From an optimization exercise on the open Yosys and OpenROAD flow, aimed at small area; shortcuts taken in it are not production practice. Only simulation tests tie the RTL to the original design; equivalence was not proved. No activity file was given, so power comes from the tool's default toggle rates.

==> flow/design.v (excerpt) <==
module act_quant_unit
#(
    parameter int DATA_WIDTH  = 16,
    parameter int ACC_WIDTH   = 32,
    parameter int MATRIX_SIZE = 8,
    parameter int SHIFT_WIDTH = 5
) (
    input  logic                              clk,
    input  logic                              rst_n,
    input  logic                              clear,
    input  logic [MATRIX_SIZE*ACC_WIDTH-1:0]  in_data,
    input  logic                              in_valid,
    input  logic [1:0]                        act_mode,
    input  logic [SHIFT_WIDTH-1:0]            shift,
    input  logic [DATA_WIDTH-1:0]             clip_max,
    output logic [MATRIX_SIZE*DATA_WIDTH-1:0] act_output_data,
    output logic                              act_output_valid,
    output logic [MATRIX_SIZE-1:0]            sat_mask,
    output logic [SAT_CNT_WIDTH-1:0]          sat_count
);
    localparam int DW = DATA_WIDTH;
    logic [3:0] mode_oh;
    assign mode_oh = 4'b0001 << act_mode;
    logic [MATRIX_SIZE*DW-1:0] yp_d, yp_q;
    logic [MATRIX_SIZE-1:0]    inc_d, inc_q, sat_d, sat_q;
    logic                      clamp_q;
    logic [DW-2:0]             k_q;
    act_stage1 u_stage1 (
        .x_i    (in_data),
        .shift_i(shift),
  ...
Settings: LEC_CHECK=0, ABC_AREA=1, CAP_MARGIN=10, CORE_MARGIN=2, CORE_UTILIZATION=45, SLEW_MARGIN=10; clock period 7.0 ns.
standard.sh (not shown) runs the stock make flow with config.mk's settings and CLKGATE_MAP_FILE= SYNTH_SCRIPT=/design/flow/synth_recipe.tcl, a recipe that flattens the netlist after the stock synthesis.
==> flow/flow/run.sh <==
#!/bin/bash
# Own layout flow: the standard flow with two changes.
#  1. Synthesis maps the logic with an area-oriented ABC script (flow/abc_area.script,
#     used through ABC_AREA=1); everything else in synthesis, including the registers,
#     is the standard synthesis.
#  2. Port buffers are sky130_fd_sc_hd__buf_1 instead of the resizer's default choice.
#  3. Clock tree synthesis builds from clkbuf_4/clkbuf_8 and adds no dummy loads.
# Each tool's full output stays in orfs/logs/; make's output goes to flow_make.log.
set -euo pipefail
W=$PWD
rm -rf "$W/scripts_mod"
cp -r "$FLOW_HOME/scripts" "$W/scripts_mod"
cp "$W/flow/abc_area.script" "$W/scripts_mod/abc_area.script"
export SCRIPTS_DIR="$W/scripts_mod"
export BUFFER_PORTS_ARGS="-buffer_cell sky130_fd_sc_hd__buf_1"
export CTS_ARGS="-sink_clustering_enable -repair_clock_nets -buf_list {sky130_fd_sc_hd__clkbuf_4 sky130_fd_sc_hd__clkbuf_8} -dont_use_dummy_load"
bash "$W/standard.sh" finish > "$W/flow_make.log" 2>&1 || { tail -40 "$W/flow_make.log"; exit 1; }
tail -5 "$W/flow_make.log"
==> flow/flow/abc_area.script <==
&get -n
&st
&deepsyn -T 300
&dch -f
&nf -R 1000 -p
&put
Next try:
Settings changed: CAP_MARGIN 10 to 20, SLEW_MARGIN 10 to 20.
After rerunning: Final cell count fell by 1.7%; sequential share of layout area rose by 0.13 points; non-clock buffer count fell by 13; maximum frequency rose by 1.1%; die area is about the same; cell area fell by 0.51%; routed wire length fell by 0.33%; total power rose by 0.52%; combinational power hardly moves.

---

act_quant_unit, a different RTL version from the one above (not shown whole).
For scale: about 440 I/O pins.
Design act_quant_unit, start of the top module:
module act_quant_unit
#(
    parameter int DATA_WIDTH  = 16,
    parameter int ACC_WIDTH   = 32,
    parameter int MATRIX_SIZE = 8,
    parameter int SHIFT_WIDTH = 5
) (
    input  logic                              clk,
    input  logic                              rst_n,
    input  logic                              clear,
    input  logic [MATRIX_SIZE*ACC_WIDTH-1:0]  in_data,
    input  logic                              in_valid,
    input  logic [1:0]                        act_mode,
    input  logic [SHIFT_WIDTH-1:0]            shift,
    input  logic [DATA_WIDTH-1:0]             clip_max,
    output logic [MATRIX_SIZE*DATA_WIDTH-1:0] act_output_data,
    output logic                              act_output_valid,
    output logic [MATRIX_SIZE-1:0]            sat_mask,
    output logic [SAT_CNT_WIDTH-1:0]          sat_count
);
    localparam int DW = DATA_WIDTH;
    logic [3:0] mode_oh;
    assign mode_oh = 4'b0001 << act_mode;
    logic [MATRIX_SIZE*DW-1:0] yp_d, yp_q;
    logic [MATRIX_SIZE-1:0]    inc_d, inc_q, sat_d, sat_q;
    logic                      clamp_q;
    logic [DW-2:0]             k_q;
    act_stage1 u_stage1 (
        .x_i    (in_data),
        .shift_i(shift),
        .mode_i (mode_oh),
        .yp_o   (yp_d),
        .inc_o  (inc_d),
        .sat_o  (sat_d)
    );
    always_ff @(posedge clk) begin
        yp_q    <= yp_d;
        inc_q   <= inc_d;
        sat_q   <= sat_d;
        clamp_q <= act_mode == ACT_CLAMP;
        k_q     <= clip_max[DW-1] ? '0 : clip_max[DW-2:0];
    end
    logic v1_q, v2_q, dlv;
    logic [MATRIX_SIZE*DW-1:0] y2, out_q;
    logic [MATRIX_SIZE-1:0]    gt2, mask_q;
    logic [SAT_CNT_WIDTH-1:0]  cnt_q;
    for (genvar k = 0; k < MATRIX_SIZE; k++) begin : g_lane2
        act_lane2 u_lane2 (
            .yp_i   (yp_q[k*DW +: DW]),
            .inc_i  (inc_q[k]),
            .clamp_i(clamp_q),
            .k_i    (k_q),
            .y_o    (y2[k*DW +: DW]),
  ...
export LEC_CHECK = 0
export ABC_AREA = 1
export CAP_MARGIN = 20
export CORE_MARGIN = 2
export CORE_UTILIZATION = 55
export SLEW_MARGIN = 20
create_clock -name core_clock -period 7.0 [get_ports {clk}]
run.sh (not shown) runs the stock make flow with config.mk's settings and CLKGATE_MAP_FILE= SYNTH_SCRIPT=/design/flow/synth_recipe.tcl, a recipe that flattens the netlist after the stock synthesis.
Stock flow here: none of the scripts above is used.
Then changed:
==> flow/flow/run.sh (new file) <==
#!/bin/bash
# Own layout flow: the standard flow with two changes.
#  1. Synthesis maps the logic with an area-oriented ABC script (flow/abc_area.script,
#     used through ABC_AREA=1); everything else in synthesis, including the registers,
#     is the standard synthesis.
#  2. Port buffers are sky130_fd_sc_hd__buf_1 instead of the resizer's default choice.
# Each tool's full output stays in orfs/logs/; make's output goes to flow_make.log.
set -euo pipefail
W=$PWD
rm -rf "$W/scripts_mod"
cp -r "$FLOW_HOME/scripts" "$W/scripts_mod"
cp "$W/flow/abc_area.script" "$W/scripts_mod/abc_area.script"
export SCRIPTS_DIR="$W/scripts_mod"
export BUFFER_PORTS_ARGS="-buffer_cell sky130_fd_sc_hd__buf_1"
bash "$W/standard.sh" finish > "$W/flow_make.log" 2>&1 || { tail -40 "$W/flow_make.log"; exit 1; }
tail -5 "$W/flow_make.log"
==> flow/flow/abc_area.script (new file) <==
&get -n
&st
&dch -f
&nf -R 1000
&st
&dch -f
&nf -R 1000
&put
==> flow/standard.sh (new file) <==
#!/bin/bash
# synth_recipe.tcl (not shown) runs the flow's synth.tcl, then flattens the netlist and writes it again
# the make line also repeats each setting of config.mk as NAME=value (left out here)
make -C /OpenROAD-flow-scripts/flow DESIGN_CONFIG=/design/flow/config.mk WORK_HOME=/design/flow/orfs CLKGATE_MAP_FILE= SYNTH_SCRIPT=/design/flow/synth_recipe.tcl "${@:-finish}"
removed: flow/run.sh
After rerunning: The changed run finished with timing, DRC and antenna clean. Design area decreases by about a fifth. Setup slack is worse by 0.45 ns. Clock skew hardly moves. Clock power increases by a little under a tenth. Power decreases by a few percent. Final cell count decreases by a quarter to a third. Critical path depth decreases by 3.

## port drivers added, routing unchanged
Ports are ideal in the flow. The routed layouts listed here were re-timed in OpenROAD. Step 1 assumes that a clkbuf_16 drives the clock port and a buf_2 every other input. Step 2 adds t to the input delays and takes it off the output delays; t is the mean of the earliest and latest rising clock arrival at the registers after step 1. Input paths then give back, and output paths get back, about the clock's delay inside the block. Three values: ideal ports, drivers, drivers and shift; two values: the first two.
run | t (ns) | setup WS [ns] | hold slack, ns | worst slew at a driven data input, ns | pins driven straight from the clock port
the first run of note 1 | 0.601 | 0.736 / 0.761 / 0.160 | 0.464 / 0.464 / 0.464 | 0.09 | 1
the second run of note 1 | 0.613 | 0.803 / 0.827 / 0.213 | 0.467 / 0.467 / 0.467 | 0.14 | 1
the first run of note 2 | 0.605 | 1.267 / 1.284 / 0.679 | 0.466 / 0.466 / 0.466 | 0.08 | 1
the second run of note 2 | 0.611 | 0.819 / 0.849 / 0.238 | 0.473 / 0.473 / 0.473 | 0.12 | 1
After both steps setup and hold are still met in every run listed. For the second run of note 1, which loses most, drivers alone change the setup slack by +0.024 ns; drivers and shift together by -0.590 ns.
